What follows belongs to an exercise in optimizing a design on an open flow for small area and a short achievable clock period; a production flow would make more cautious choices.
In this exercise RTL edits were held to simulation tests only and were not proved equivalent to the original.
Power figures rest on the tool's default switching activity, not on a simulated workload.

==> design.v <==
`timescale 1ns/1ps
`default_nettype none
module viterbi_decoder (
   input  wire       clk,
   input  wire       rst,
   input  wire       enable_i,
   input  wire [1:0] symbol_i,
   output wire       d_out_o,
   output wire       d_valid_o
);
   function automatic [1:0] code(input integer j);
      reg [2:0] s;
      begin
         s    = 2 * j;
         code = {^(s & 3'b111), ^(s & 3'b101)};
      end
   endfunction
   reg [1:0] sym_q;
   reg       frc_q;    
   reg [3:0] ph_q;     
   reg [2:0] bc_q;     
   reg       vld_q;
   always @(posedge clk) begin
      sym_q <= symbol_i;
      frc_q <= (bc_q == 3'd0) && (ph_q < 4'd3);
   end
   always @(posedge clk or negedge rst) begin
      if (!rst) begin
         ph_q  <= 4'd0;
         bc_q  <= 3'd0;
         vld_q <= 1'b0;
      end else if (!enable_i) begin
         ph_q  <= 4'd0;
         bc_q  <= 3'd0;
         vld_q <= 1'b0;
      end else begin
         ph_q <= ph_q + 4'd1;
         if (ph_q == 4'd15 && !bc_q[2])
            bc_q <= bc_q + 3'd1;
         vld_q <= vld_q | (bc_q[2] & (ph_q >= 4'd3));
      end
   end
   reg [3:0] pm [0:7];
   reg [7:0] dec_q;
   reg [7:0] decn_q;   
   genvar j;
   generate
      for (j = 0; j < 4; j = j + 1) begin : g_bf
         wire       up  = (sym_q == code(j));
         wire       dn  = (sym_q == ~code(j));
         wire [3:0] a0  = pm[2*j];
         wire [3:0] a1  = pm[2*j+1];
         wire       bo  = ~a1[0] & a0[0];
         wire [1:0] h1  = a1[2:1];
         wire [1:0] h0  = a0[2:1];
         wire       dz  = (h1 == h0);                   
         wire       dp  = (h1 == h0 + 2'd1);            
         wire       dm  = (h1 == h0 - 2'd1);            
         wire       lt  = (h1[1] < h0[1]) | ((h1[1] == h0[1]) & (h1[0] < h0[0]))
                        | (dz & bo);                    
         wire       e3  = a1[3] ^ a0[3] ^ lt;
         wire       e21 = (dm & ~bo) | (dz & bo);       
         wire       e0n = (dz & ~bo) | (dp & bo);       
         wire       sl  = !frc_q & ((e3 & ~(up & e21)) | (dn & e0n));
         wire       sh  = !frc_q & ((e3 & ~(dn & e21)) | (up & e0n));
         wire       nz  = up | dn;
         wire [3:1] p0  = {&a0[2:0], &a0[1:0], a0[0]};
         wire [3:1] n0  = {~|a0[2:0], ~|a0[1:0], ~a0[0]};
         wire [3:1] p1  = {&a1[2:0], &a1[1:0], a1[0]};
         wire [3:1] n1  = {~|a1[2:0], ~|a1[1:0], ~a1[0]};
         wire [3:0] c0l = a0 ^ {({3{dn}} & p0) | ({3{up}} & n0), nz};    
         wire [3:0] c0h = a0 ^ {({3{up}} & p0) | ({3{dn}} & n0), nz};    
         wire [3:0] c1l = a1 ^ {({3{up}} & p1) | ({3{dn}} & n1), nz};    
         wire [3:0] c1h = a1 ^ {({3{dn}} & p1) | ({3{up}} & n1), nz};    
         always @(posedge clk) begin
            pm[j]      <= sl ? c1l : c0l;
            pm[j+4]    <= sh ? c1h : c0h;
            dec_q[j]    <= sl;
            dec_q[j+4]  <= sh;
            decn_q[j]   <= ~sl;
            decn_q[j+4] <= ~sh;
         end
      end
   endgenerate
   reg [32:4] r [0:7];
   genvar n;
   generate
      for (n = 0; n < 8; n = n + 1) begin : g_re
         localparam integer Q0 = (n % 4) * 2;
         always @(posedge clk)
            r[n] <= {~((r[Q0+1][31:4] | {28{decn_q[n]}}) & (r[Q0][31:4] | {28{dec_q[n]}})),
                     dec_q[n]};
      end
   endgenerate
   reg [15:0] sr_q;
   reg [32:0] dl_q;
   reg        ld_q;    
   reg        ldn_q;   
   integer    b;
   always @(posedge clk) begin
      ld_q  <= (ph_q == 4'd1);
      ldn_q <= (ph_q != 4'd1);
      for (b = 0; b < 15; b = b + 1)
         sr_q[b] <= ~((r[0][32-b] | ldn_q) & (sr_q[b+1] | ld_q));
      sr_q[15] <= ~r[0][17];   
      dl_q <= {dl_q[31:0], ~sr_q[0]};
   end
   assign d_out_o   = dl_q[32];
   assign d_valid_o = vld_q;
endmodule
`default_nettype wire
==> run.sh <==
#!/bin/bash
# synth_recipe.tcl (not shown) runs the flow's synth.tcl, then flattens the netlist and writes it again
# the make line also repeats each setting of config.mk as NAME=value (left out here)
make -C /OpenROAD-flow-scripts/flow DESIGN_CONFIG=/design/flow/config.mk WORK_HOME=/design/flow/orfs CLKGATE_MAP_FILE= SYNTH_SCRIPT=/design/flow/synth_recipe.tcl finish
==> config.mk <==
export PLATFORM = sky130hd
export DESIGN_NAME = viterbi_decoder
export DESIGN_NICKNAME = viterbi_decoder
export VERILOG_FILES = /design/flow/design.v
export SDC_FILE = /design/flow/constraint.sdc
export NUM_CORES = 4
export LEC_CHECK = 0
export ABC_AREA = 1
export CAP_MARGIN = 20
export CORE_MARGIN = 2
export CORE_UTILIZATION = 55
export CTS_CLUSTER_DIAMETER = 100
export CTS_CLUSTER_SIZE = 24
export SETUP_SLACK_MARGIN = 3.0
export SLEW_MARGIN = 20
==> constraint.sdc <==
create_clock -name core_clock -period 5.0 [get_ports {clk}]
set_input_delay 1.0000 -clock core_clock [delete_from_list [all_inputs] [get_ports {clk}]]
set_output_delay 1.0000 -clock core_clock [all_outputs]
set_load 0.01 [all_outputs]
==> run_results.csv, run 1 <==
group,metric,value,unit
pwr,finalPower,8.76,mW
timing,final_max_slew_viol_count,0,
cts,h-tree-depth,1,
timing,tns,0,ps
global_route,grt_max_degree,41,
critical_path,critPathMaxFanout,2,
route,num_vias,7533,
logic_synthesis,synth_area_leaders,"dfxtp_1, o22ai_1, nand2_1, xor2_1, nand3_1",
cts,insertion_delay,500,ps
cells_and_area,nFillCells,1749,
pwr,p_sw,3.27,mW
pwr,internal-power,5.48,mW
floorplanning,io_pins,7,
placed_design,gp_congestion,0.822,
floorplanning,rows,51,
cells_and_area,postLayoutCellArea,11400,um^2
timing,hold_violations,0,
floorplanning,start_util,55.8,%
cts,cts_buffers,17,
cts,cts.sinks,325,
timing,fin_ws,2980,ps
route,via_per_inst,5.69,
timing,fmax,495,MHz
critical_path,cp_slowest_stage_delay,380,ps
critical_path,critPathTopFamily,"flip-flops",
cells_and_area,finalCoreUtilization,58.9,%
critical_path,path_buf_inv,1,
cts,cts-resized-gates,8,
logic_synthesis,synth.distinct_cells,26,
cts,clk_pin_slew,90,ps
cts,post_cts_buffers,0,
logic_synthesis,syn_nets,1120,
global_route,grt_pass1_wl,36600,um
timing,finalClockSkew,11.8,ps
timing,finalSetupViolCount,0,
critical_path,crit_arrival,1020,ps
cts,root_buffer,"clkbuf_16",
logic_synthesis,synthFlopType,"dfxtp_1",
logic_synthesis,ys_warn_count,3,
logic_synthesis,yosysTopAreaCellShare,58.6,%
cells_and_area,instances_no_fill,1323,
logic_synthesis,yosysTopAreaCell,"dfxtp_1",
pwr,power_frac_seq,54.4,%
critical_path,crit_chain,"buf_2",
floorplanning,die_h,144,um
floorplanning,fp.coreArea,19400,um^2
route,drt-initial-drc-count,411,
placed_design,pre_cts_slack,3060,ps
logic_synthesis,synth_cells,1099,
logic_synthesis,ys_ff_latch,325,
cells_and_area,area_growth,5.51,%
placed_design,hpwl,13900,um
critical_path,worst_path_max_delay_cell,"dfrtp_1",
logic_synthesis,syn_area,10800,um^2
critical_path,crit_type,"reg -> out",
logic_synthesis,yosysSeqAreaShare,60.4,%
logic_synthesis,synth_edf_count,0,
pwr,switching_share,37.4,%
timing,rsz0062_at_grt,"true",
timing,min_period_over_period,40.4,%
placed_design,port_buffers,6,
floorplanning,dieArea,20800,um^2
route,wl,22600,um
route,wl_per_cell,17.0,um
logic_synthesis,async_flop_share,2.46,%
pwr,clockPowerShare,16.0,%
min_path,hp-class,"reg -> reg",
timing,worst_pin_slew,1110,ps
global_route,grtUsageTotal,22.0,%
cts,cts_tree,"done",
job,maxCapViolations,0,
route,ant_nets,0,
critical_path,critPathLaunchType,"flip-flop",
cells_and_area,layout-drive-gt1-share,9.26,%
logic_synthesis,avgSynthCellArea,9.86,um^2
cells_and_area,antennaDiodeCount,0,
timing,max_slew_margin,26.1,%
global_route,antenna_found_initial,0,
cells_and_area,nets,1078,
route,drc,0,
critical_path,critical_path.endpoint_type,"output port",
status,status,"finished clean",
cts,cts_buffer_depth,3,
global_route,overflow,0,
pwr,power_leakage,4.80,nW
placed_design,place_area,11000,um^2
timing,period_minus_slack,2020,ps
placed_design,place_inst,1303,
critical_path,required,4000,ps
global_route,first_global_vias,7136,
pwr,comb_power_share,29.7,%
cts,postCtsHoldBufs,0,
pwr,ir_drop,0.000404,V
pwr,power_per_cell_area,766,nW/um^2
timing,hold_ws,333,ps
floorplanning,die_w,144,um
route,dr.pass1.iters,5,
==> flip-flops by register name (all words and copies together), names as in the netlist <==
signal and count:
frc_q 1, sym_q 2, ph_q 4, ldn_q 1
ld_q 1, dec_q 8, sr_q 16, dl_q 33
vld_q 1, pm 32, bc_q 3, r 215
decn_q 8
==> cell families after synthesis <==
family / count (synthesis) / share of synthesized area, %
buffers and inverters: 131 / 4.99
XOR/XNOR: 60 / 4.85
AND/OR/NAND/NOR: 283 / 11.8
AO/OA/AOI/OAI: 284 / 16.1
flip-flops: 325 / 60.4
adder cells (fa/ha/maj): 16 / 1.85
==> cells in the final DEF (no fill, tap or decap), types with 2 or more instances in the layout <==
master,n
nor2_1,18
o21ai_0,17
nand3_2,5
ha_1,15
clkbuf_16,17
xnor2_1,8
dfxtp_4,3
nor2_4,4
o21ai_1,10
nand3b_1,4
dfxtp_2,14
buf_2,2
inv_1,33
nand3_1,51
nor3_1,5
inv_2,21
nand2_1,175
clkdlybuf4s50_1,4
xor2_1,52
a21oi_1,4
dfxtp_1,300
buf_4,8
nand2_4,4
o22ai_1,252
clkinv_1,2
nand2_2,17
dfrtp_1,8
==> power groups by stage <==
| stage | clock, mW | sequential, mW | combinational, mW |
|---|---|---|---|
| floorplan | 0 | 4.26 | 2.38 |
| global placement | 0 | 4.77 | 2.57 |
| detailed placement | 0 | 4.78 | 2.58 |
| CTS | 1.44 | 4.73 | 2.60 |
| global route | 1.53 | 4.91 | 2.96 |
| finish | 1.40 | 4.76 | 2.60 |
==> synthesized netlist by cell type, types with 5 or more instances <==
cell type  instances
nand3_2            5
nand2_2           17
inv_2             21
clkbuf_1          52
nand2_1          175
nor2_1            18
xnor2_1            8
dfxtp_1          317
dfrtp_1            8
buf_4              9
inv_1             33
xor2_1            52
o21ai_1           10
ha_1              16
o22ai_1          252
o21ai_0           17
nor3_1             5
nand3_1           51
buf_2             12
==> metal layers <==
layer | share of wire, % | up-vias | global-route usage (%)
li1 | - | 3757 | -
met1 | 48 | 3589 | 30.5
met2 | 46 | 159 | 36.9
met3 | 4.1 | 28 | 2.38
met4 | 1.7 | 0 | 6.08
met5 | 0 | - | 0
==> path summary, 6_finish.rpt <==
kind,from,to,slack [ps],cells after the start
setup reg to reg,pm[5][1],pm[2][2],3190,10
max in group asynchronous,rst,ph_q[0],3970,1
min in group asynchronous,rst,ph_q[3],770,1
hold reg to reg,dl_q[31],dl_q[32],330,0
hold / removal,dl_q[31],dl_q[32],330,0
setup / recovery,vld_q,d_valid_o,2980,1
==> layout make-up <==
class                   count  area [um^2]  area share, %
clock buffers              18          429           3.75
multi-input cells         643         3750           32.8
well taps                 265          332           2.90
repair buffers             14          110          0.963
inverters                  56          210           1.84
flip-flops and latches    325         6580           57.5
clock inverters             2         25.0          0.219
==> run 2, diff against run 1 <==
--- a/config.mk
+++ b/config.mk
@@ -8,7 +8,7 @@
 export ABC_AREA = 1
 export CAP_MARGIN = 20
 export CORE_MARGIN = 2
-export CORE_UTILIZATION = 55
+export CORE_UTILIZATION = 40
 export CTS_CLUSTER_DIAMETER = 100
 export CTS_CLUSTER_SIZE = 24
 export SETUP_SLACK_MARGIN = 3.0
==> run 2 against run 1 <==
Net effect:
- still clean on timing, DRC and antenna
- hold slack got worse by 0.56 ps
- sequential power grew 0.8%
- utilization decreased by 16 points
- largest cell class unchanged
==> run_results.csv, run 2 <==
group,metric,value,unit
logic_synthesis,avgSynthCellArea,9.86,um^2
timing,tns,0,ps
cts,h-tree-depth,1,
route,top_layer_used,"met4",
pwr,finalPower,8.71,mW
cells_and_area,nets,1077,
critical_path,crit_type,"reg -> out",
cells_and_area,ff_latch_area,6570,um^2
route,wl_per_cell,15.7,um
cts,clk_pin_slew,90,ps
floorplanning,start_util,40.4,%
logic_synthesis,ys_warn_count,3,
route,dr.pass1.iters,5,
cells_and_area,final_common_cell,"dfxtp_1",
cells_and_area,multiInputGateArea,3750,um^2
timing,finalSetupViolCount,0,
critical_path,worst_path_max_delay_cell,"dfrtp_1",
route,via_per_inst,5.35,
route,drc,0,
timing,final_max_slew_viol_count,0,
pwr,power_leakage,4.79,nW
critical_path,required,4000,ps
placed_design,port_buffers,6,
critical_path,critPathTopFamily,"flip-flops",
cts,cts_tree,"done",
global_route,grt_pass1_wl,36800,um
cts,postCtsHoldBufs,0,
logic_synthesis,synth.distinct_cells,26,
route,wl_met3,896,um
pwr,ir_drop,0.000396,V
floorplanning,fp.coreArea,26800,um^2
timing,max_slew_margin,28.1,%
global_route,grt_max_degree,41,
logic_synthesis,synth_most_common_cell,"dfxtp_1",
critical_path,path_buf_inv,1,
logic_synthesis,synthFlopType,"dfxtp_1",
placed_design,pre_cts_slack,3060,ps
cells_and_area,layout-drive-gt1-share,9.27,%
global_route,antenna_found_initial,0,
placed_design,gp_congestion,0.825,
critical_path,reg2reg_slack,3160,ps
timing,finalClockSkew,13.0,ps
route,drt-initial-drc-count,423,
timing,fin_ws,2980,ps
route,num_vias,7482,
cts,cts.sinks,325,
route,dr_wl_met2,9940,um
placed_design,hpwl,13500,um
floorplanning,dieArea,28400,um^2
cells_and_area,largest_reg_flops,215,
cells_and_area,final_cell_mix,"dfxtp_1, o22ai_1, nand2_1",
job,maxCapViolations,0,
cells_and_area,antennaDiodeCount,0,
global_route,grtUsageTotal,15.5,%
logic_synthesis,yosysSeqAreaShare,60.4,%
critical_path,critical_path.endpoint_type,"output port",
logic_synthesis,syn_nets,1120,
timing,worst_pin_slew,1080,ps
route,ant_nets,0,
logic_synthesis,synth_area_leaders,"dfxtp_1, o22ai_1, nand2_1, xor2_1, nand3_1",
floorplanning,io_pins,7,
floorplanning,die_w,169,um
logic_synthesis,synthTopCellsByCount,"dfxtp_1, o22ai_1, nand2_1",
critical_path,cp_slowest_stage_delay,400,ps
timing,rsz0062_at_grt,"true",
timing,hold_violations,0,
status,status,"finished clean",
cells_and_area,finalCoreUtilization,43.0,%
critical_path,crit_chain,"buf_6",
critical_path,critPathLaunchType,"flip-flop",
cells_and_area,area_growth,6.27,%
pwr,power_per_cell_area,757,nW/um^2
cells_and_area,largest_register,"r",
critical_path,crit_arrival,1020,ps
logic_synthesis,synth_edf_count,0,
cts,cts_buffer_depth,3,
global_route,overflow,0,
logic_synthesis,ys_ff_latch,325,
floorplanning,rows,60,
critical_path,critPathMaxFanout,2,
floorplanning,die_h,169,um
route,wl_met1,10700,um
min_path,hp-class,"reg -> reg",
logic_synthesis,syn_area,10800,um^2
cts,root_buffer,"clkbuf_16",
global_route,first_global_vias,7262,
timing,period_minus_slack,2020,ps
cells_and_area,nFillCells,2542,
logic_synthesis,synth_cells,1099,
cts,insertion_delay,490,ps
cells_and_area,top_regs,"r: 215 flops, dl_q: 33 flops, pm: 32 flops",
logic_synthesis,yosysTopAreaCell,"dfxtp_1",
route,wl,22000,um
timing,min_period_over_period,40.5,%
logic_synthesis,async_flop_share,2.46,%
timing,fmax,494,MHz
logic_synthesis,yosysTopAreaCellShare,58.6,%
cts,cts_buffers,17,
[run 2: cell counts after synthesis]
Identical to the previous run, type by type.
[run 2: area by class of cell]
cell class	instances	area share, %
Tap cell	341	3.71
Inverter	56	1.83
Clock buffer	19	3.76
Clock inverter	1	0.141
Sequential cell	325	57.1
Multi-Input combinational cell	643	32.5
Timing Repair Buffer	13	0.946
[run 2: power breakdown]
group          switching, mW  total (mW)  internal, mW
clock                  0.768        1.39         0.624
combinational           1.45        2.52          1.07
sequential              1.02        4.80          3.78
total                   3.24        8.71          5.47
[run 2: logic make-up (layout without fill, tap and decap cells)]
| kind of cell | after synthesis | after routing | share of synthesized area [%] |
|---|---|---|---|
| AOI/OAI and AO/OA | 284 | 284 | 16.1 |
| xor gates and xnor gates | 60 | 60 | 4.85 |
| adders and majority gates | 16 | 16 | 1.85 |
| buffers and inverters | 131 | 89 | 4.99 |
| DFF | 325 | 325 | 60.4 |
| and+or+nand+nor | 283 | 283 | 11.8 |
[run 2: per-stage QoR]
stage / std cells / instance area, um^2 / hold slack (ps)
2_1_floorplan: 1099 / 10800 / 310
3_3_place_gp: 1377 / 11000 / 313
3_5_place_dp: 1377 / 11000 / 312
4_1_cts: 1397 / 11500 / 333
5_1_grt: 1398 / 11500 / 340
6_report: 1398 / 11500 / 332
[run 2: final timing paths]
check                      startpoint   endpoint  cells past startpoint
setup / recovery                vld_q  d_valid_o                      1
hold / removal               dl_q[15]   dl_q[16]                      0
setup reg to reg             sym_q[0]   pm[1][2]                      8
hold reg to reg              dl_q[15]   dl_q[16]                      0
max in group asynchronous         rst    ph_q[2]                      1
min in group asynchronous         rst    bc_q[0]                      1
[run 2: timing repair]
item / CTS / global route
gates cloned: 0 / 0
gates resized for setup: 10 / 11
endpoints found under the setup margin: 2 / 33
buffers inserted: 0 / 1
pin swaps: 0 / 0
[run 2: per-layer routing]
| layer | vias to the layer above | global-route usage (%) |
|---|---|---|
| met5 | - | 0 |
| met4 | 0 | 3.97 |
| met3 | 33 | 2.45 |
| met2 | 163 | 25.7 |
| met1 | 3534 | 21.3 |
| li1 | 3752 | - |

## what the ideal ports hide
How much do the figures lean on ideal ports? The routed layouts below were timed once more, with nothing changed but the port constraints.
Step 1 assumes that a clkbuf_16 drives the clock port and a buf_2 every other input.
Step 2, shift: input delay + t, output delay - t, t = (earliest + latest rising clock arrival at the registers) / 2. This alone moves slack from input paths to output paths.
Slacks: ideal / step 1 / step 2; pairs: ideal / step 1.
run | shift t [ns] | slack for setup (ns) | hold slack, ns
run 1 | 0.543 | 2.980 / 2.932 / 3.073 | 0.333 / 0.333 / 0.333
run 2 | 0.529 | 2.975 / 2.931 / 3.085 | 0.332 / 0.332 / 0.332
After both steps every run listed still meets setup and hold.
